From an optimization exercise on the open Yosys and OpenROAD flow, aimed at small area; shortcuts taken in it are not production practice. In this exercise RTL edits were held to simulation tests only and were not proved equivalent to the original. No activity file was given, so power comes from the tool's default toggle rates.

===== flow/run.sh =====
#!/bin/bash
# synth_recipe.tcl (not shown) runs the flow's synth.tcl, then flattens the netlist and writes it again
# the make line also repeats each setting of config.mk as NAME=value (left out here)
make -C /OpenROAD-flow-scripts/flow DESIGN_CONFIG=/design/flow/config.mk WORK_HOME=/design/flow/orfs CLKGATE_MAP_FILE= SYNTH_SCRIPT=/design/flow/synth_recipe.tcl finish

===== flow/config.mk =====
export PLATFORM = sky130hd
export DESIGN_NAME = spi_ram
export DESIGN_NICKNAME = spi_ram
export VERILOG_FILES = /design/flow/design.v
export SDC_FILE = /design/flow/constraint.sdc
export NUM_CORES = 4
export LEC_CHECK = 0
export CAP_MARGIN = 20
export CORE_MARGIN = 2
export CORE_UTILIZATION = 60
export CTS_BUF_LIST = sky130_fd_sc_hd__clkbuf_16
export CTS_CLUSTER_DIAMETER = 100
export CTS_CLUSTER_SIZE = 26
export SETUP_SLACK_MARGIN = 0.3
export SLEW_MARGIN = 20
export SYNTH_HIERARCHICAL = 1

===== flow/constraint.sdc =====
create_clock -name core_clock -period 4.0 [get_ports {clk}]
set_input_delay 0.8000 -clock core_clock [delete_from_list [all_inputs] [get_ports {clk}]]
set_output_delay 0.8000 -clock core_clock [all_outputs]
set_load 0.01 [all_outputs]

===== flow/design.v =====
module spi_ram_oai22 (
  input  logic a1, a2, b1, b2,
  output logic y
);
  assign y = ~((a1 | a2) & (b1 | b2));
endmodule
module spi_ram_aoi222 (
  input  logic a1, a2, b1, b2, c1, c2,
  output logic y
);
  assign y = ~((a1 & a2) | (b1 & b2) | (c1 & c2));
endmodule
module spi_ram_nor2 (
  input  logic a, b,
  output logic y
);
  assign y = ~(a | b);
endmodule
module spi_ram_nand2 (
  input  logic a, b,
  output logic y
);
  assign y = ~(a & b);
endmodule
module spi_ram_predec (
  input  logic [3:0]  a,
  input  logic        en,
  output logic [15:0] y
);
  for (genvar i = 0; i < 16; i++) begin : g_y
    assign y[i] = en & (a == 4'(i));
  end
endmodule
module spi_ram_inv (
  input  logic a,
  output logic y
);
  assign y = ~a;
endmodule
module spi_ram_predec_n (
  input  logic [3:0]  a,
  output logic [15:0] y_n
);
  for (genvar i = 0; i < 16; i++) begin : g_y
    assign y_n[i] = ~(a == 4'(i));
  end
endmodule
module spi_ram_nand4 (
  input  logic a, b, c, d,
  output logic y
);
  assign y = ~(a & b & c & d);
endmodule
module spi_ram_nor4 (
  input  logic a, b, c, d,
  output logic y
);
  assign y = ~(a | b | c | d);
endmodule
module spi_ram_nand3 (
  input  logic a, b, c,
  output logic y
);
  assign y = ~(a & b & c);
endmodule
module spi_ram #(
  parameter int MEM_DEPTH = 256,
  parameter int ADDR_SIZE = 8
) (
  input  logic       clk,
  input  logic       rst,
  input  logic [9:0] rx_data,
  input  logic       rx_valid,
  output logic [7:0] tx_data,
  output logic       tx_valid
);
  logic [8*MEM_DEPTH-1:0] mem_q, mem_d;
  logic                   phase_q;
  logic [ADDR_SIZE-1:0]   wr_addr_q, rd_addr_q;
  logic                   tx_valid_q;
  logic cmd_wr_addr, cmd_wr_data, cmd_rd_addr, cmd_rd_data;
  assign cmd_wr_addr = rx_valid & (rx_data[9:8] == 2'b00);
  assign cmd_wr_data = rx_valid & (rx_data[9:8] == 2'b01);
  assign cmd_rd_addr = rx_valid & (rx_data[9:8] == 2'b10);
  assign cmd_rd_data = rx_valid & (rx_data[9:8] == 2'b11);
  logic [ADDR_SIZE-1:0] wr_addr_d, rd_addr_d;
  always_comb begin
    wr_addr_d = wr_addr_q;
    if (cmd_wr_addr) wr_addr_d = rx_data[ADDR_SIZE-1:0];
    else if (cmd_wr_data) wr_addr_d = wr_addr_q + ADDR_SIZE'(1);
    rd_addr_d = rd_addr_q;
    if (cmd_rd_addr) rd_addr_d = rx_data[ADDR_SIZE-1:0];
    else if (cmd_rd_data) rd_addr_d = rd_addr_q + ADDR_SIZE'(1);
  end
  logic [15:0] whi, wlo;
  spi_ram_predec u_whi (.a(wr_addr_q[7:4]), .en(cmd_wr_data & ~rst), .y(whi));
  spi_ram_predec u_wlo (.a(wr_addr_q[3:0]), .en(1'b1),               .y(wlo));
  logic [7:0] wdata;
  assign wdata = rx_data[7:0] ^ {8{phase_q}};
  logic [MEM_DEPTH-1:0] row_we, row_we_n;
  for (genvar r = 0; r < MEM_DEPTH; r++) begin : g_row
    spi_ram_nand2 u_we_n (.a(whi[r/16]), .b(wlo[r%16]), .y(row_we_n[r]));
    spi_ram_inv   u_we   (.a(row_we_n[r]), .y(row_we[r]));
    for (genvar b = 0; b < 8; b++) begin : g_bit
      spi_ram_oai22 u_cell (
        .a1(mem_q[8*r+b]), .a2(row_we[r]),
        .b1(row_we_n[r]),  .b2(wdata[b]),
        .y (mem_d[8*r+b])
      );
    end
  end
  always_ff @(posedge clk) begin
    mem_q   <= mem_d;
    phase_q <= ~phase_q;
  end
  logic [15:0] rhi_n, rlo_n;
  spi_ram_predec_n u_rhi (.a(rd_addr_q[7:4]), .y_n(rhi_n));
  spi_ram_predec_n u_rlo (.a(rd_addr_q[3:0]), .y_n(rlo_n));
  logic [MEM_DEPTH-1:0] row_rd;
  for (genvar r = 0; r < MEM_DEPTH; r++) begin : g_rsel
    spi_ram_nor2 u_rd (.a(rhi_n[r/16]), .b(rlo_n[r%16]), .y(row_rd[r]));
  end
  logic [7:0] rpart0, rpart1;
  for (genvar b = 0; b < 8; b++) begin : g_rbit
    logic [85:0] term_n;
    logic [21:0] or1;
    logic [5:0]  or2_n;
    for (genvar g = 0; g < 85; g++) begin : g_t3
      spi_ram_aoi222 u_aoi (
        .a1(row_rd[3*g]),   .a2(mem_q[8*(3*g)+b]),
        .b1(row_rd[3*g+1]), .b2(mem_q[8*(3*g+1)+b]),
        .c1(row_rd[3*g+2]), .c2(mem_q[8*(3*g+2)+b]),
        .y (term_n[g])
      );
    end
    spi_ram_nand2 u_last (.a(row_rd[255]), .b(mem_q[8*255+b]), .y(term_n[85]));
    for (genvar g = 0; g < 21; g++) begin : g_l1
      spi_ram_nand4 u_nand (.a(term_n[4*g]), .b(term_n[4*g+1]), .c(term_n[4*g+2]), .d(term_n[4*g+3]),
                            .y(or1[g]));
    end
    spi_ram_nand2 u_l1_last (.a(term_n[84]), .b(term_n[85]), .y(or1[21]));
    for (genvar g = 0; g < 5; g++) begin : g_l2
      spi_ram_nor4 u_nor (.a(or1[4*g]), .b(or1[4*g+1]), .c(or1[4*g+2]), .d(or1[4*g+3]),
                          .y(or2_n[g]));
    end
    spi_ram_nor2 u_l2_last (.a(or1[20]), .b(or1[21]), .y(or2_n[5]));
    spi_ram_nand3 u_p0 (.a(or2_n[0]), .b(or2_n[1]), .c(or2_n[2]), .y(rpart0[b]));
    spi_ram_nand3 u_p1 (.a(or2_n[3]), .b(or2_n[4]), .c(or2_n[5]), .y(rpart1[b]));
  end
  always_ff @(posedge clk or posedge rst) begin
    if (rst) begin
      wr_addr_q  <= '0;
      rd_addr_q  <= '0;
      tx_valid_q <= 1'b0;
    end else begin
      wr_addr_q  <= wr_addr_d;
      rd_addr_q  <= rd_addr_d;
      tx_valid_q <= cmd_rd_data;
    end
  end
  logic [7:0] rpart0_q, rpart1_q;
  always_ff @(posedge clk) begin
    rpart0_q <= rpart0;
    rpart1_q <= rpart1;
  end
  assign tx_data  = (rpart0_q | rpart1_q) ^ {8{~phase_q}};
  assign tx_valid = tx_valid_q;
endmodule

==> reports/metrics.yaml, run 1 <==
sta:
  min_period_ns: 3.71
  period_share_pct: 92.8
  hold_viol: 0
  setup_viol: 0
  fin_skew_ns: 0.0329
  whs_ns: 0.447
  tightest_slew_ns: 1.18
  relSlewSlack_pct: 21.0
  rsz0062_at_grt: "false"
  clock.fmax_ghz: 0.269
  slew_viol_final: 0
  finalSetupTns_ns: 0
run_status:
  outcome: "timing/DRC/antenna clean"
synth:
  syn_area_per_cell_um2: 11.2
  yosysUniqueCellTypes: 46
  synth_ff_type: "dfxtp_1"
  synthArstFlopShare_pct: 0.817
  ys_warn_count: 7
  netlist.area_leader.share_pct: 61.4
  synth-seq-cells: 2082
  synth_top_area_cell: "dfxtp_1"
  synth_edf_count: 0
  synthTopCellsByArea: "dfxtp_1 61%, o22ai_1 19%, a222oi_1 10%"
  synth-seq-area-share_pct: 62.0
  synthCells: 6030
  synth.cell_area_um2: 67300
place:
  numPortBuffers: 21
  place.gp.congestion: 0.953
  dpl_cell_area_um2: 71000
  dp_hpwl_mm: 151
die:
  die_h_um: 339
  rows: 122
  coreArea_um2: 111000
  die_area_um2: 115000
  ios: 22
  start_util_pct: 60.7
  chipWidth_um: 339
setup_path:
  cp.required_ns: 4.55
  critical_path_class: "reg2reg"
  rr_startpoint: "rd_addr_q[2]$_DFFE_PP0P_"
  crit_fanout: 22
  crit_arrival_ns: 4.27
  reg2regPathDepth: 6
  crit_start: "rd_addr_q[2]$_DFFE_PP0P_"
  end_kind: "flip-flop"
  rrSetupSlack_ns: 0.29
  worstSetupStartpointType: "flip-flop"
  timing.rr.end: "rpart0_q[7]$_DFF_P_"
final_layout:
  layout-drive-gt1-share_pct: 5.13
  fill_cells: 8957
  fin_util_pct: 66.2
  finalNetCount: 6283
  final_area_um2: 73500
  area_growth_pct: 9.18
clock_tree:
  cts_root_buffer: "clkbuf_16"
  numCtsBuffers: 90
  cts_tree: "done"
  cts_sinks: 2082
  h-tree-depth: 3
  clock_path_buffers: 3
  clk_latency_ns: 0.73
  path_clk_slew_ns: 0.11
route:
  wire_per_inst_um: 29.9
  drtIter0Drc: 10400
  drt-total-wl_mm: 232
  via_per_inst: 7.58
  drc: 0
  ant_nets: 0
  firstDrtPassIters: 12
  vias: 58900
global_routing:
  grt_usage_pct: 38.5
  grt_max_degree: 136
  antenna_found_initial: 12
  grt_pass1_wl_mm: 344
  overflow: 0
  grt_pass1_vias: 53600
pwr:
  leakagePower_uw: 0.0273
  vdd_drop_max_mv: 0.459
  total_power_uw: 34300
  power-per-cell-area_nw_per_um2: 467
hold_path:
  min_to: "mem_q[585]$_DFF_P_"
  min_path_type: "reg2reg"
  min_from: "mem_q[585]$_DFF_P_"
  hold_depth: 1
run:
  cap_violations: 0
==> layout by cell type (no fill, tap or decap), types with 3 or more instances in the layout <==
cell             synthesis  layout
and3_1                   4       4
conb_1                   1       4
xor2_4                   0       8
o22ai_1               2053    2053
a222oi_1               680     680
o21ai_0                  6       6
xnor2_1                  8       8
nand4bb_1               12       6
nor2b_1                  3       3
dfxtp_1               2065    2065
nand4_1                173     173
or4b_4                   2       5
buf_4                    0     107
o22a_1                   6       6
inv_1                  258     263
nand4bb_2                0       6
buf_12                   0      30
a21oi_1                 14      14
nor4_2                  40      40
clkdlybuf4s50_1          0      21
dfrtp_1                 17      17
nand3_1                 27      27
or4b_1                   7       3
diode_2                  0       5
nor2_4                   0      12
clkbuf_16                0      95
nor3_2                   2       7
nand2b_1                 6       6
nor2_1                 302     290
nand2_1                281     281
nand4b_1                 8       8
nand3b_1                 4       4
==> metal layers <==
| metal | track usage, % | vias up | part of all wire, % |
|---|---|---|---|
| met5 | 0 | - | 0.036 |
| li1 | - | 26200 | - |
| met1 | 55.0 | 28500 | 41 |
| met4 | 16.6 | 14 | 4.8 |
| met2 | 56.1 | 3612 | 42 |
| met3 | 8.47 | 572 | 12 |
==> cell families (layout without fill, tap and decap cells) <==
family                     count (synthesis)  in the layout  share of synthesized area, %
adders and majority gates                  2              2                        0.0372
other                                      1              9                       0.00557
DFF                                     2082           2082                          62.0
xor gates and xnor gates                  16             16                         0.208
and+or+nand+nor                          887            887                          6.63
buffers and inverters                    274            519                          1.55
AOI/OAI and AO/OA                       2768           2768                          29.5
==> what timing repair did <==
item,CTS,global route
setup endpoints to repair,0,6
resized for setup,0,3
buffers inserted,0,5
hold buffers,0,0
==> cell usage after synthesis, types with 2 or more instances <==
cell type	n
a21oi_1	14
a222oi_1	680
a31oi_1	2
a41oi_1	2
and3_1	4
buf_2	2
buf_6	2
clkbuf_1	10
dfrtp_1	17
dfxtp_1	2065
ha_1	2
inv_1	258
nand2_1	281
nand2b_1	6
nand3_1	27
nand3b_1	4
nand4_1	173
nand4b_1	8
nand4bb_1	12
nor2_1	302
nor2b_1	3
nor3_1	7
nor3_2	2
nor4_2	40
o21ai_0	6
o22a_1	6
o22ai_1	2053
or3b_4	2
or4_4	2
or4b_1	7
or4b_4	2
xnor2_1	8
xor2_1	8
==> per-stage QoR <==
stage / setup WS [ns] / instances
finish: 0.288 / 7771
global route: 0.337 / 7767
CTS: 0.360 / 7761
floorplan: -0.485 / 6033
global placement: 0.216 / 7659
detailed placement: 0.145 / 7659
==> sequential cells by signal (all words and copies together), names as in the netlist <==
name	cells
phase_q	1
wr_addr_q	8
rpart0_q	8
tx_valid_q	1
rpart1_q	8
mem_q	2048
rd_addr_q	8
==> modules after synthesis, one instance, submodules excluded, excerpt <==
module | cells | copies in the design | flip-flops and latches | area [um^2]
spi_ram_predec_n | 20 | 2 | 0 | 186
spi_ram_nor4 | 1 | 40 | 0 | 12.5
spi_ram_oai22 | 1 | 2048 | 0 | 6.26
spi_ram_nand4 | 1 | 168 | 0 | 6.26
spi_ram_inv | 1 | 256 | 0 | 3.75
spi_ram_nand2 | 1 | 272 | 0 | 3.75
==> layout make-up <==
cell class,count,area [um^2],area share (%)
antenna,5,12.5,0.0170
timing repair buffer,158,1610,2.20
inverter,259,972,1.32
clock buffer,95,2380,3.23
clock inverter,7,57.6,0.0783
tap,1488,1860,2.53
sequential,2082,41800,56.8
multi-input combinational,3677,24800,33.8
==> worst max-delay path by stage <==
stage	endpoint	slack (ns)
finish	rpart0_q[7]$_DFF_P_	0.29
global route	rpart0_q[1]$_DFF_P_	0.34
CTS	rpart0_q[1]$_DFF_P_	0.36
detailed placement	mem_q[407]$_DFF_P_	0.14
global placement	mem_q[447]$_DFF_P_	0.22
floorplan	mem_q[1007]$_DFF_P_	-0.49
==> report_power, final <==
| group | switching (uW) | internal [uW] | leakage [uW] |
|---|---|---|---|
| Combinational | 1500 | 638 | 0.00700 |
| Sequential | 433 | 21100 | 0.0191 |
| Clock | 6320 | 4270 | 0.00121 |
==> critical path, cell delays in order, from the launching register on <==
cell      delay, ns
dfrtp_1        0.77
or4b_2         0.70
nor2_1         0.32
a222oi_1       0.49
nand4_1        0.37
nor4_2         0.67
nand3_1        0.20
==> run 2, diff against run 1 <==
--- a/flow/design.v
+++ b/flow/design.v
@@ -42,6 +42,16 @@
   output logic [15:0] y_n
 );
+  logic [3:0] a_n;
+  for (genvar k = 0; k < 4; k++) begin : g_inv
+    spi_ram_inv u_inv (.a(a[k]), .y(a_n[k]));
+  end
   for (genvar i = 0; i < 16; i++) begin : g_y
-    assign y_n[i] = ~(a == 4'(i));
+    spi_ram_nand4 u_nand (
+      .a(i[0] ? a[0] : a_n[0]),
+      .b(i[1] ? a[1] : a_n[1]),
+      .c(i[2] ? a[2] : a_n[2]),
+      .d(i[3] ? a[3] : a_n[3]),
+      .y(y_n[i])
+    );
   end
 endmodule
==> reports/metrics.yaml, run 2 <==
run_status:
  outcome: "timing/DRC/antenna clean"  # unchanged
die:
  ios: 22  # unchanged
  die_area_um2: 115000  # about the same
  rows: 122  # unchanged
  coreArea_um2: 111000  # about the same
  die_h_um: 339  # about the same
  chipWidth_um: 339  # about the same
  start_util_pct: 60.6  # was 60.7%
sta:
  timing.final.ws_setup_ns: 0.250  # was 0.288 ns
  slew_viol_final: 0  # unchanged
  hold_viol: 0  # unchanged
  tightest_slew_ns: 0.975  # was 1.18 ns
  clock.fmax_ghz: 0.267  # was 0.269 GHz
  min_period_ns: 3.75  # was 3.71 ns
  setup_viol: 0  # unchanged
  finalSetupTns_ns: 0  # unchanged
  period_share_pct: 93.8  # was 92.8%
  fin_skew_ns: 0.0390  # was 0.0329 ns
  relSlewSlack_pct: 34.8  # was 21.0%
  rsz0062_at_grt: "false"  # unchanged
synth:
  synth_compound_area_share_pct: 29.6  # was 29.5%
  muxShareOfSynthArea_pct: 0  # unchanged
  synth_top_family_by_area: "compound AO/OA/AOI/OAI gates"  # unchanged
  synth.cell_area_um2: 67200  # was 67,300 um^2
  synth-simple-area-share_pct: 6.45  # was 6.63%
  synth_top_area_cell: "dfxtp_1"  # unchanged
  synth-xor-area-share_pct: 0.209  # was 0.208%
  synth-seq-cells: 2082  # unchanged
  synthArstFlopShare_pct: 0.817  # unchanged
  ys_warn_count: 7  # unchanged
  netlist.area_leader.share_pct: 61.5  # was 61.4%
  synth.top_cells.by_count: "2,065 x dfxtp_1, 2,053 x o22ai_1, 680 x a222oi_1, 302 x nor2_1, 281 x nand2_1"  # unchanged
  yosys.cell_count.top_type: "dfxtp_1"  # unchanged
  syn_area_per_cell_um2: 11.1  # was 11.2 um^2
  synth-seq-area-share_pct: 62.2  # was 62.0%
  synth_ff_type: "dfxtp_1"  # unchanged
  synthTopCellsByArea: "dfxtp_1 62%, o22ai_1 19%, a222oi_1 10%"  # was dfxtp_1 61%, o22ai_1 19%, a222oi_1 10%
  synth_edf_count: 0  # unchanged
  synth_fa_ha_area_share_pct: 0.0373  # was 0.0372%
  yosysUniqueCellTypes: 41  # was 46
  synthCells: 6030  # unchanged
final_layout:
  fin_cells: 7803  # was 7,771
  finalNetCount: 6312  # was 6,283
  top_register: "mem_q"  # unchanged
  most-common-layout-cells: "2,065 x dfxtp_1, 2,053 x o22ai_1, 680 x a222oi_1"  # unchanged
  layout-drive-gt1-share_pct: 5.25  # was 5.13%
  area_growth_pct: 9.61  # was 9.18%
  mostFrequentLayoutCell: "dfxtp_1"  # unchanged
  largest_reg_flops: 2048  # unchanged
  fill_cells: 8926  # was 8,957
setup_path:
  cp.required_ns: 4.58  # was 4.55 ns
  reg2regPathDepth: 8  # was 6
  critical_path_class: "reg2reg"  # unchanged
  end_kind: "flip-flop"  # unchanged
  crit_arrival_ns: 4.33  # was 4.27 ns
  rrSetupSlack_ns: 0.25  # was 0.29 ns
  timing.rr.end: "rpart1_q[2]$_DFF_P_"  # was rpart0_q[7]$_DFF_P_
  worstSetupStartpointType: "flip-flop"  # unchanged
  crit_fanout: 15  # was 22
  rr_startpoint: "rd_addr_q[2]$_DFFE_PP0P_"  # unchanged
place:
  dp_slack_ns: 0.315  # was 0.145 ns
  placed_cells: 7693  # was 7,659
  numPortBuffers: 21  # unchanged
  place.gp.congestion: 0.983  # was 0.953
  dp_hpwl_mm: 154  # was 151 mm
route:
  drc: 0  # unchanged
  firstDrtPassIters: 11  # was 12
  drtIter0Drc: 10900  # was 10,400
  via_per_inst: 7.61  # was 7.58
  wire_per_inst_um: 30.1  # was 29.9 um
  drt-total-wl_mm: 235  # was 232 mm
  vias: 59400  # was 58,900
  ant_nets: 0  # unchanged
global_routing:
  antenna_found_initial: 14  # was 12
  grt_pass1_wl_mm: 346  # was 344 mm
  grt_max_degree: 139  # was 136
  grt_usage_pct: 38.9  # was 38.5%
  overflow: 0  # unchanged
  grt_pass1_vias: 53700  # was 53,600
pwr:
  total_power_uw: 34200  # was 34,300 uW
  power-per-cell-area_nw_per_um2: 465  # was 467 nW/um^2
  leakagePower_uw: 0.0274  # was 0.0273 uW
  vdd_drop_max_mv: 0.457  # was 0.459 mV
clock_tree:
  path_clk_slew_ns: 0.12  # was 0.11 ns
  cts_tree: "done"  # unchanged
  clk_latency_ns: 0.75  # was 0.73 ns
  numCtsBuffers: 90  # unchanged
  h-tree-depth: 3  # unchanged
  cts_root_buffer: "clkbuf_16"  # unchanged
  ctsHoldBuffers: 0  # unchanged
  cts_sinks: 2082  # unchanged
  clock_path_buffers: 3  # unchanged
hold_path:
  min_path_type: "in2async"  # was reg2reg
run:
  cap_violations: 0  # unchanged
## run 2: how the worst max path moves through the flow
stage                                         from                   to  slack, ns  cells past startpoint
after floorplan                         rx_data[7]  mem_q[1007]$_DFF_P_      -0.49                      2
after CTS                 rd_addr_q[2]$_DFFE_PP0P_  rpart1_q[7]$_DFF_P_       0.31                      8
final                     rd_addr_q[2]$_DFFE_PP0P_  rpart1_q[2]$_DFF_P_       0.25                      8
after global placement    rd_addr_q[2]$_DFFE_PP0P_  rpart1_q[2]$_DFF_P_       0.35                      8
after global routing      rd_addr_q[4]$_DFFE_PP0P_  rpart1_q[0]$_DFF_P_       0.30                      8
after detailed placement  rd_addr_q[2]$_DFFE_PP0P_  rpart1_q[1]$_DFF_P_       0.32                      8
## run 2: metrics by stage
| step | area, um^2 | util (%) | hold WS, ns |
|---|---|---|---|
| 5_1_grt | 73600 | 66.4 | 0.444 |
| 6_report | 73600 | 66.4 | 0.447 |
| 3_3_place_gp | 71200 | 64.2 | 0.427 |
| 4_1_cts | 73600 | 66.4 | 0.434 |
| 3_5_place_dp | 71200 | 64.2 | 0.436 |
| 2_1_floorplan | 67300 | - | 0.421 |
## run 2: worst max-delay path: stages (launching register included)
cell      delay [ns]
dfrtp_2         0.53
inv_1           0.18
nand4_1         0.44
buf_4           0.33
nor2_1          0.21
a222oi_1        0.57
nand4_1         0.28
nor4_2          0.87
nand3_1         0.17
## run 2: per-layer routing
metal / GRT usage, % / share of wire, %
met3: 8.60 / 12
met5: 0 / 0.049
met4: 17.1 / 5.2
met2: 56.3 / 42
met1: 55.7 / 41
## run 2: report_power, final
group / internal (uW) / total, uW / switching [uW] / leakage [uW]
combinational: 613 / 2160 / 1550 / 0.00715
clock: 4140 / 10500 / 6410 / 0.00119
sequential: 21100 / 21500 / 401 / 0.0191
## run 2: logic make-up after synthesis
kind of cell	Yosys count
DFF	2082
other	1
buffers and inverters	274
xor gates and xnor gates	16
adders and majority gates	2
AOI/OAI and AO/OA	2768
and+or+nand+nor	887
## run 2: per-module statistics from Yosys (local to each module, per instance), a selection
module	area [um^2]	flops+latches	cells	times used
spi_ram_nand4	6.26	0	1	200
spi_ram_nor2	3.75	0	1	264
spi_ram_aoi222	10.0	0	1	680
spi_ram	42500	2082	2200	1
spi_ram_nor4	12.5	0	1	40
spi_ram_nand3	5.00	0	1	16
spi_ram_nand2	3.75	0	1	272
spi_ram_predec	118	0	23	2
spi_ram_inv	3.75	0	1	264
## run 2: area by class of cell
type                            count  area (um^2)  share of cell area, %
Multi-Input combinational cell   3677        24700                   33.6
Inverter                          267         1000                   1.36
Tap cell                         1488         1860                   2.53
Clock inverter                     12          116                  0.158
Timing Repair Buffer              179         1860                   2.53
Antenna cell                        7         17.5                 0.0238
Clock buffer                       91         2280                   3.09
Sequential cell                  2082        41800                   56.7
## run 2: what timing repair did
action | 4_1_cts | 5_1_grt
resized for setup | 1 | 7
endpoints found under the setup margin | 1 | 8
pin swaps | 0 | 3
buffers inserted | 0 | 0
==> run 3, diff against run 2 <==
--- a/flow/config.mk
+++ b/flow/config.mk
@@ -10,6 +10,6 @@
 export CORE_UTILIZATION = 60
 export CTS_BUF_LIST = sky130_fd_sc_hd__clkbuf_16
-export CTS_CLUSTER_DIAMETER = 100
-export CTS_CLUSTER_SIZE = 26
+export CTS_CLUSTER_DIAMETER = 80
+export CTS_CLUSTER_SIZE = 24
 export SETUP_SLACK_MARGIN = 0.3
 export SLEW_MARGIN = 20
==> reports/metrics.yaml, run 3 <==
global_routing:
  overflow: 0  # unchanged
  grt_pass1_vias: 53900  # was 53,700
  grt_pass1_wl_mm: 347  # was 346 mm
  antenna_found_initial: 16  # was 14
  grt_max_degree: 139  # unchanged
  grt_usage_pct: 38.9  # about the same
sta:
  finalSetupTns_ns: 0  # unchanged
  tightest_slew_ns: 0.985  # was 0.975 ns
  period_share_pct: 91.5  # was 93.8%
  whs_ns: 0.447  # about the same
  slew_viol_final: 0  # unchanged
  rsz0062_at_grt: "false"  # unchanged
  fin_skew_ns: 0.0196  # was 0.0390 ns
  clock.fmax_ghz: 0.273  # was 0.267 GHz
  hold_viol: 0  # unchanged
  relSlewSlack_pct: 34.2  # was 34.8%
  setup_viol: 0  # unchanged
  min_period_ns: 3.66  # was 3.75 ns
clock_tree:
  h-tree-depth: 3  # unchanged
  cts_root_buffer: "clkbuf_16"  # unchanged
  numCtsBuffers: 96  # was 90
  cts_sinks: 2082  # unchanged
  ctsHoldBuffers: 0  # unchanged
  clock_path_buffers: 3  # unchanged
  clk_latency_ns: 0.73  # was 0.75 ns
  cts_tree: "done"  # unchanged
  path_clk_slew_ns: 0.10  # was 0.12 ns
final_layout:
  most-common-layout-cells: "2,065 x dfxtp_1, 2,053 x o22ai_1, 680 x a222oi_1"  # unchanged
  top_register: "mem_q"  # unchanged
  layout-drive-gt1-share_pct: 5.35  # was 5.25%
  fin_util_pct: 66.6  # was 66.4%
  finalNetCount: 6320  # was 6,312
  area_growth_pct: 9.91  # was 9.61%
  largest_reg_flops: 2048  # unchanged
  mostFrequentLayoutCell: "dfxtp_1"  # unchanged
pwr:
  power_report.internal_total_uw: 26300  # was 25,900 uW
  power_frac_clock_pct: 31.5  # was 30.8%
  power-per-cell-area_nw_per_um2: 468  # was 465 nW/um^2
  p_switching_uw: 8330  # was 8360 uW
  p_comb_share_pct: 6.3  # about the same
  switching_share_pct: 24.1  # was 24.4%
  pwr-share-seq_pct: 62.3  # was 62.9%
  leakagePower_uw: 0.0276  # was 0.0274 uW
  vdd_drop_max_mv: 0.437  # was 0.457 mV
setup_path:
  rrSetupSlack_ns: 0.34  # was 0.25 ns
  worstSetupStartpointType: "flip-flop"  # unchanged
  cp.required_ns: 4.56  # was 4.58 ns
  path_cells: "inv_1 > nand4_1 > nor2_1 > a222oi_1 > nand4_1 > nor4_2 > buf_4 > nand3_1"  # was inv_1 > nand4_1 > buf_4 > nor2_1 > a222oi_1 > nand4_1 > nor4_2 > nand3_1
  end_kind: "flip-flop"  # unchanged
  crit_top_cell: "nand4_1"  # unchanged
  crit_arrival_ns: 4.22  # was 4.33 ns
  max_stage_delay_ns: 0.65  # was 0.87 ns
  critical_path_class: "reg2reg"  # unchanged
  crit_start: "rd_addr_q[4]$_DFFE_PP0P_"  # was rd_addr_q[2]$_DFFE_PP0P_
  rr_startpoint: "rd_addr_q[4]$_DFFE_PP0P_"  # was rd_addr_q[2]$_DFFE_PP0P_
  crit_fanout: 15  # unchanged
  crit_slowest_cell: "nand4_1"  # was nor4_2
synth:
  synth-xor-area-share_pct: 0.209  # unchanged
  synth_ff_type: "dfxtp_1"  # unchanged
  netlist.area_leader.share_pct: 61.5  # unchanged
  synth_compound_area_share_pct: 29.6  # unchanged
  ys_warn_count: 7  # unchanged
  synth.cell_area_um2: 67200  # unchanged
  synthArstFlopShare_pct: 0.817  # unchanged
  synth_top_family_by_area: "compound AO/OA/AOI/OAI gates"  # unchanged
  synth_edf_count: 0  # unchanged
  synth-seq-area-share_pct: 62.2  # unchanged
  syn_area_per_cell_um2: 11.1  # unchanged
  synth-simple-area-share_pct: 6.45  # unchanged
  synth-seq-cells: 2082  # unchanged
  synth_fa_ha_area_share_pct: 0.0373  # unchanged
  synthTopCellsByArea: "dfxtp_1 62%, o22ai_1 19%, a222oi_1 10%"  # unchanged
  synth_top_area_cell: "dfxtp_1"  # unchanged
  synth.top_cells.by_count: "2,065 x dfxtp_1, 2,053 x o22ai_1, 680 x a222oi_1, 302 x nor2_1, 281 x nand2_1"  # unchanged
  yosysUniqueCellTypes: 41  # unchanged
  muxShareOfSynthArea_pct: 0  # unchanged
  yosys.cell_count.top_type: "dfxtp_1"  # unchanged
  synthCells: 6030  # unchanged
die:
  ios: 22  # unchanged
  coreArea_um2: 111000  # unchanged
  die_h_um: 339  # unchanged
  start_util_pct: 60.6  # unchanged
  die_area_um2: 115000  # unchanged
  chipWidth_um: 339  # unchanged
  rows: 122  # unchanged
place:
  place.gp.congestion: 0.983  # unchanged
  numPortBuffers: 21  # unchanged
  dp_hpwl_mm: 154  # unchanged
hold_path:
  min_path_type: "reg2reg"  # was in2async
  min_from: "mem_q[1301]$_DFF_P_"
route:
  wire_per_inst_um: 30.0  # was 30.1 um
  firstDrtPassIters: 13  # was 11
  via_per_inst: 7.60  # was 7.61
  ant_nets: 0  # unchanged
  drt-total-wl_mm: 234  # was 235 mm
  drc: 0  # unchanged
  drtIter0Drc: 10500  # was 10,900
  vias: 59400  # about the same
run_status:
  outcome: "timing/DRC/antenna clean"  # unchanged
run:
  cap_violations: 0  # unchanged
[run 3: logic make-up after synthesis]
kind of cell,Yosys count
compound gates,2768
fa+ha+maj,2
other cells,1
flops,2082
xor+xnor,16
buf+inv,274
simple gates,887
[run 3: area by class of cell]
class,instances,area (um^2)
diodes,8,20.0
clock buffers,101,2530
clock inverters,8,43.8
fillers,8860,37000
inverters,267,1000
multi-input cells,3677,24700
flip-flops and latches,2082,41800
well taps,1488,1860
repair buffers,181,1870
[run 3: Yosys stat by module, one instance, submodules excluded, a selection]
module / times used / flops+latches / cells / cell area, um^2
spi_ram_inv: 264 / 0 / 1 / 3.75
spi_ram_nand3: 16 / 0 / 1 / 5.00
spi_ram_oai22: 2048 / 0 / 1 / 6.26
spi_ram_predec: 2 / 0 / 23 / 118
spi_ram: 1 / 2082 / 2200 / 42500
spi_ram_nor4: 40 / 0 / 1 / 12.5
spi_ram_nand2: 272 / 0 / 1 / 3.75
[run 3: metal layers]
layer / track usage (%) / vias to the layer above / routed length [um]
met4: 18.3 / 14 / 12400
li1: - / 26200 / -
met1: 55.5 / 28700 / 95900
met5: 0 / - / 81
met3: 9.10 / 681 / 28100
met2: 55.8 / 3802 / 97900
[run 3: path summary, 6_finish.rpt]
path / end / cells after the start
worst max-delay path: rpart0_q[1]$_DFF_P_ / 8
worst min-delay path: mem_q[1301]$_DFF_P_ / 1
worst max register to register: rpart0_q[1]$_DFF_P_ / 8
worst min register to register: mem_q[1301]$_DFF_P_ / 1
max in group asynchronous: wr_addr_q[3]$_DFFE_PP0P_ / 3
min in group asynchronous: tx_valid_q$_DFF_PP0_ / 3
[run 3: power by group through the flow]
stage	Clock [uW]	Combinational [uW]	Sequential, uW
final	10900	2160	21500
after global routing	11700	2180	21600
after CTS	11000	2060	21500
after detailed placement	0	2060	22000
after global placement	0	2030	22000
after floorplan	0	935	21800
[run 3: per-stage QoR]
step / cell area, um^2 / setup WS (ns) / cells / power [uW]
2_1_floorplan: 67300 / -0.485 / 6033 / 22700
3_3_place_gp: 71200 / 0.352 / 7693 / 24000
3_5_place_dp: 71200 / 0.315 / 7693 / 24000
4_1_cts: 73700 / 0.312 / 7802 / 34500
5_1_grt: 73800 / 0.280 / 7805 / 35400
6_report: 73800 / 0.338 / 7812 / 34600
[run 3: worst max-delay path, delay by kind of cell, from the launching register on]
| kind | cells | cell delay [ns] |
|---|---|---|
| simple gates | 5 | 1.83 |
| buf+inv | 2 | 0.46 |
| compound gates | 1 | 0.56 |
| flops | 1 | 0.62 |
[run 3: repair_timing]
item / in CTS / in global routing
hold endpoints to repair: 0 / 0
buffers inserted: 0 / 2
setup endpoints to repair: 1 / 8
gates resized for setup: 1 / 7
pin swaps: 0 / 3
==> run 4, diff against run 3 <==
--- a/flow/design.v
+++ b/flow/design.v
@@ -1,7 +1,7 @@
-module spi_ram_oai22 (
+module spi_ram_ao22 (
   input  logic a1, a2, b1, b2,
   output logic y
 );
-  assign y = ~((a1 | a2) & (b1 | b2));
+  assign y = (a1 & a2) | (b1 & b2);
 endmodule
 module spi_ram_aoi222 (
@@ -42,16 +42,6 @@
   output logic [15:0] y_n
 );
-  logic [3:0] a_n;
-  for (genvar k = 0; k < 4; k++) begin : g_inv
-    spi_ram_inv u_inv (.a(a[k]), .y(a_n[k]));
-  end
   for (genvar i = 0; i < 16; i++) begin : g_y
-    spi_ram_nand4 u_nand (
-      .a(i[0] ? a[0] : a_n[0]),
-      .b(i[1] ? a[1] : a_n[1]),
-      .c(i[2] ? a[2] : a_n[2]),
-      .d(i[3] ? a[3] : a_n[3]),
-      .y(y_n[i])
-    );
+    assign y_n[i] = ~(a == 4'(i));
   end
 endmodule
@@ -86,5 +76,4 @@
 );
   logic [8*MEM_DEPTH-1:0] mem_q, mem_d;
-  logic                   phase_q;
   logic [ADDR_SIZE-1:0]   wr_addr_q, rd_addr_q;
   logic                   tx_valid_q;
@@ -106,6 +95,4 @@
   spi_ram_predec u_whi (.a(wr_addr_q[7:4]), .en(cmd_wr_data & ~rst), .y(whi));
   spi_ram_predec u_wlo (.a(wr_addr_q[3:0]), .en(1'b1),               .y(wlo));
-  logic [7:0] wdata;
-  assign wdata = rx_data[7:0] ^ {8{phase_q}};
   logic [MEM_DEPTH-1:0] row_we, row_we_n;
   for (genvar r = 0; r < MEM_DEPTH; r++) begin : g_row
@@ -113,7 +100,7 @@
     spi_ram_inv   u_we   (.a(row_we_n[r]), .y(row_we[r]));
     for (genvar b = 0; b < 8; b++) begin : g_bit
-      spi_ram_oai22 u_cell (
-        .a1(mem_q[8*r+b]), .a2(row_we[r]),
-        .b1(row_we_n[r]),  .b2(wdata[b]),
+      spi_ram_ao22 u_hold (
+        .a1(row_we[r]),   .a2(rx_data[b]),
+        .b1(row_we_n[r]), .b2(mem_q[8*r+b]),
         .y (mem_d[8*r+b])
       );
@@ -121,6 +108,5 @@
   end
   always_ff @(posedge clk) begin
-    mem_q   <= mem_d;
-    phase_q <= ~phase_q;
+    mem_q <= mem_d;
   end
   logic [15:0] rhi_n, rlo_n;
@@ -174,5 +160,5 @@
     rpart1_q <= rpart1;
   end
-  assign tx_data  = (rpart0_q | rpart1_q) ^ {8{~phase_q}};
+  assign tx_data  = rpart0_q | rpart1_q;
   assign tx_valid = tx_valid_q;
 endmodule
==> reports/metrics.yaml, run 4 <==
run_status:
  outcome: "timing/DRC/antenna clean"  # unchanged
setup_path:
  crit_fanout: 22  # was 15
  crit_arrival_ns: 4.24  # was 4.22 ns
  rr_startpoint: "rd_addr_q[0]$_DFFE_PP0P_"  # was rd_addr_q[4]$_DFFE_PP0P_
  crit_start: "rd_addr_q[0]$_DFFE_PP0P_"  # was rd_addr_q[4]$_DFFE_PP0P_
  rrSetupSlack_ns: 0.34  # about the same
  cp.required_ns: 4.58  # was 4.56 ns
  critical_path_class: "reg2reg"  # unchanged
  end_kind: "flip-flop"  # unchanged
  worstSetupStartpointType: "flip-flop"  # unchanged
route:
  ant_nets: 0  # unchanged
  wire_per_inst_um: 31.1  # was 30.0 um
  drt-total-wl_mm: 246  # was 234 mm
  drc: 0  # unchanged
  firstDrtPassIters: 14  # was 13
  via_per_inst: 7.60  # about the same
  vias: 60200  # was 59,400
  drtIter0Drc: 11200  # was 10,500
clock_tree:
  h-tree-depth: 3  # unchanged
  path_clk_slew_ns: 0.10  # about the same
  clock_path_buffers: 3  # unchanged
  ctsHoldBuffers: 0  # unchanged
  cts_tree: "done"  # unchanged
  clk_latency_ns: 0.74  # was 0.73 ns
  cts_sinks: 2081  # was 2,082
  numCtsBuffers: 98  # was 96
  ctsResizeCount: 0  # was 1
  cts_root_buffer: "clkbuf_16"  # unchanged
  cts_setup_buffers: 0  # unchanged
synth:
  synth.top_cells.by_count: "2,064 x dfxtp_1, 2,048 x a22o_1, 680 x a222oi_1, 292 x nor2_1, 285 x nand2_1"  # was 2,065 x dfxtp_1, 2,053 x o22ai_1, 680 x a222oi_1, 302 x nor2_1, 281 x nand2_1
  ys_warn_count: 7  # unchanged
  synthTopCellsByArea: "dfxtp_1 57%, a22o_1 25%, a222oi_1 9.4%"  # was dfxtp_1 62%, o22ai_1 19%, a222oi_1 10%
  synth-seq-cells: 2081  # was 2,082
  synth_edf_count: 0  # unchanged
  synth_top_area_cell: "dfxtp_1"  # unchanged
  syn_area_per_cell_um2: 12.0  # was 11.1 um^2
  synthArstFlopShare_pct: 0.817  # about the same
  synth-seq-area-share_pct: 57.7  # was 62.2%
  yosysUniqueCellTypes: 39  # was 41
  synth.cell_area_um2: 72300  # was 67,200 um^2
  yosys.cell_count.top_type: "dfxtp_1"  # unchanged
  synth_ff_type: "dfxtp_1"  # unchanged
  synthCells: 6017  # was 6,030
  netlist.area_leader.share_pct: 57.2  # was 61.5%
global_routing:
  grt_pass1_vias: 54500  # was 53,900
  busiest_layer: "met1"  # was met2
  grt_max_degree: 89  # was 139
  met3_usage_pct: 7.25  # was 9.10%
  grt_use_met1_pct: 55.5  # about the same
  overflow: 0  # unchanged
  antenna_found_initial: 8  # was 16
  grt_use_met2_pct: 55.3  # was 55.8%
  grt_usage_pct: 38.2  # was 38.9%
  grt_pass1_wl_mm: 361  # was 347 mm
die:
  die_area_um2: 123000  # was 115,000 um^2
  ios: 22  # unchanged
  start_util_pct: 60.4  # was 60.6%
  coreArea_um2: 120000  # was 111,000 um^2
  rows: 127  # was 122
  chipWidth_um: 351  # was 339 um
  die_h_um: 351  # was 339 um
place:
  place.gp.congestion: 1.02  # was 0.983
  dp_hpwl_mm: 159  # was 154 mm
  numPortBuffers: 21  # unchanged
  dp_slack_ns: 0.333  # was 0.315 ns
pwr:
  power_frac_clock_pct: 32.7  # was 31.5%
  power_report.internal_total_uw: 26100  # was 26,300 uW
  power-per-cell-area_nw_per_um2: 434  # was 468 nW/um^2
  p_comb_share_pct: 5.5  # was 6.3%
  vdd_drop_max_mv: 0.452  # was 0.437 mV
  switching_share_pct: 23.9  # was 24.1%
  pwr-share-seq_pct: 61.8  # was 62.3%
  p_switching_uw: 8190  # was 8330 uW
  leakagePower_uw: 0.0310  # was 0.0276 uW
final_layout:
  largest_reg_flops: 2048  # unchanged
  area_growth_pct: 9.40  # was 9.91%
  fill_cells: 9327  # was 8,860
  fin_util_pct: 66.1  # was 66.6%
  most-common-layout-cells: "2,064 x dfxtp_1, 2,048 x a22o_1, 680 x a222oi_1"  # was 2,065 x dfxtp_1, 2,053 x o22ai_1, 680 x a222oi_1
  layout-drive-gt1-share_pct: 5.88  # was 5.35%
  mostFrequentLayoutCell: "dfxtp_1"  # unchanged
  top_register: "mem_q"  # unchanged
  finalNetCount: 6309  # was 6,320
sta:
  slew_viol_final: 0  # unchanged
  min_period_ns: 3.66  # about the same
  timing.final.ws_setup_ns: 0.339  # was 0.338 ns
  fin_skew_ns: 0.0293  # was 0.0196 ns
  period_share_pct: 91.5  # about the same
  tightest_slew_ns: 1.11  # was 0.985 ns
  finalSetupTns_ns: 0  # unchanged
  hold_viol: 0  # unchanged
  setup_viol: 0  # unchanged
  rsz0062_at_grt: "false"  # unchanged
  whs_ns: 0.477  # was 0.447 ns
  clock.fmax_ghz: 0.273  # about the same
  relSlewSlack_pct: 25.7  # was 34.2%
run:
  cap_violations: 0  # unchanged
hold_path:
  min_path_type: "reg2reg"  # unchanged
  min_from: "mem_q[656]$_DFF_P_"  # was mem_q[1301]$_DFF_P_
-- run 4: routing by layer --
| layer | part of all wire, % | vias up |
|---|---|---|
| li1 | - | 26000 |
| met2 | 42 | 3961 |
| met1 | 42 | 29600 |
| met4 | 4.7 | 10 |
| met3 | 11 | 619 |
| met5 | 0.030 | - |
-- run 4: area by class of cell --
type | instances | area, um^2 | share of cell area, %
sequential | 2081 | 41700 | 52.8
antenna | 2 | 5.00 | 0.00633
tap | 1612 | 2020 | 2.55
clock inverter | 12 | 88.8 | 0.112
clock buffer | 104 | 2600 | 3.29
multi-input combinational | 3667 | 29700 | 37.5
inverter | 257 | 965 | 1.22
timing repair buffer | 189 | 1990 | 2.51
-- run 4: cell families (layout without fill, tap and decap cells) --
logic type,Yosys count,count (layout),synth area share (%)
AO/OA/AOI/OAI,2768,2768,34.5
flip-flops,2081,2081,57.7
AND/OR/NAND/NOR,893,893,6.24
buffers and inverters,272,562,1.43
adder cells (fa/ha/maj),2,2,0.0346
other,1,6,0.00519
-- run 4: worst paths after layout --
check / cells after the start / endpoint
worst max-delay path: 7 / rpart0_q[1]$_DFF_P_
worst min-delay path: 1 / mem_q[656]$_DFF_P_
worst max register to register: 7 / rpart0_q[1]$_DFF_P_
worst min register to register: 1 / mem_q[656]$_DFF_P_
max in group asynchronous: 3 / wr_addr_q[0]$_DFFE_PP0P_
min in group asynchronous: 3 / tx_valid_q$_DFF_PP0_
-- run 4: modules after synthesis (local to each module, per instance), a selection --
module	cells inside	cell area (um^2)	times used
spi_ram_nand3	1	5.00	16
spi_ram_nand2	1	3.75	272
spi_ram_nand4	1	6.26	168
spi_ram_nor2	1	3.75	264
spi_ram_aoi222	1	10.0	680
spi_ram_nor4	1	12.5	40
spi_ram_ao22	1	8.76	2048
-- run 4: through the flow --
stage               cell area, um^2  cells  power, uW
global route                  79100   7922      35100
detailed placement            76400   7806      23500
global placement              76400   7806      23400
CTS                           79100   7922      34300
finish                        79100   7924      34300
floorplan                     72300   6020      22100
-- run 4: worst max-delay path, stage by stage (launching register included) --
cell and delay (ns):
dfrtp_1 0.82, nand4bb_2 0.34, buf_12 0.25, nor2_1 0.20
a222oi_1 0.58, nand4_1 0.28, nor4_2 0.87, nand3_1 0.15
-- run 4: power by group through the flow --
stage          Clock [uW]  Sequential [uW]  Combinational, uW
6_report            11200            21200               1880
3_5_place_dp            0            21700               1790
4_1_cts             11300            21200               1790
5_1_grt             12000            21200               1880
3_3_place_gp            0            21700               1770
2_1_floorplan           0            21600                569

[port drivers added, routing unchanged]
Ports are ideal in the flow. The routed layouts listed here were re-timed in OpenROAD.
Step 1: set_driving_cell puts a clkbuf_16 on clk and a buf_2 on each other input, an assumption about the parent block.
Step 2 adds t to the input delays and takes it off the output delays; t is the mean of the earliest and latest rising clock arrival at the registers after step 1. Input paths then give back, and output paths get back, about the clock's delay inside the block.
Three values: ideal ports, drivers, drivers and shift; two values: the first two.
| run | t (ns) | slack for setup (ns) | hold slack, ns | worst setup path at the end |
|---|---|---|---|---|
| run 1 | 0.796 | 0.288 / 0.288 / -0.045 | 0.447 / 0.447 / 0.447 | input to register |
| run 2 | 0.807 | 0.250 / 0.250 / 0.250 | 0.447 / 0.447 / 0.447 | register to register |
| run 3 | 0.793 | 0.338 / 0.338 / 0.278 | 0.447 / 0.447 / 0.447 | input to register |
| run 4 | 0.808 | 0.339 / 0.339 / 0.153 | 0.477 / 0.477 / 0.477 | input to register |
Met with ideal ports but missed after step 2: setup timing in run 1. The setup slack of run 1, which loses most, moves by 0.000 ns with the drivers and by -0.333 ns with both steps.
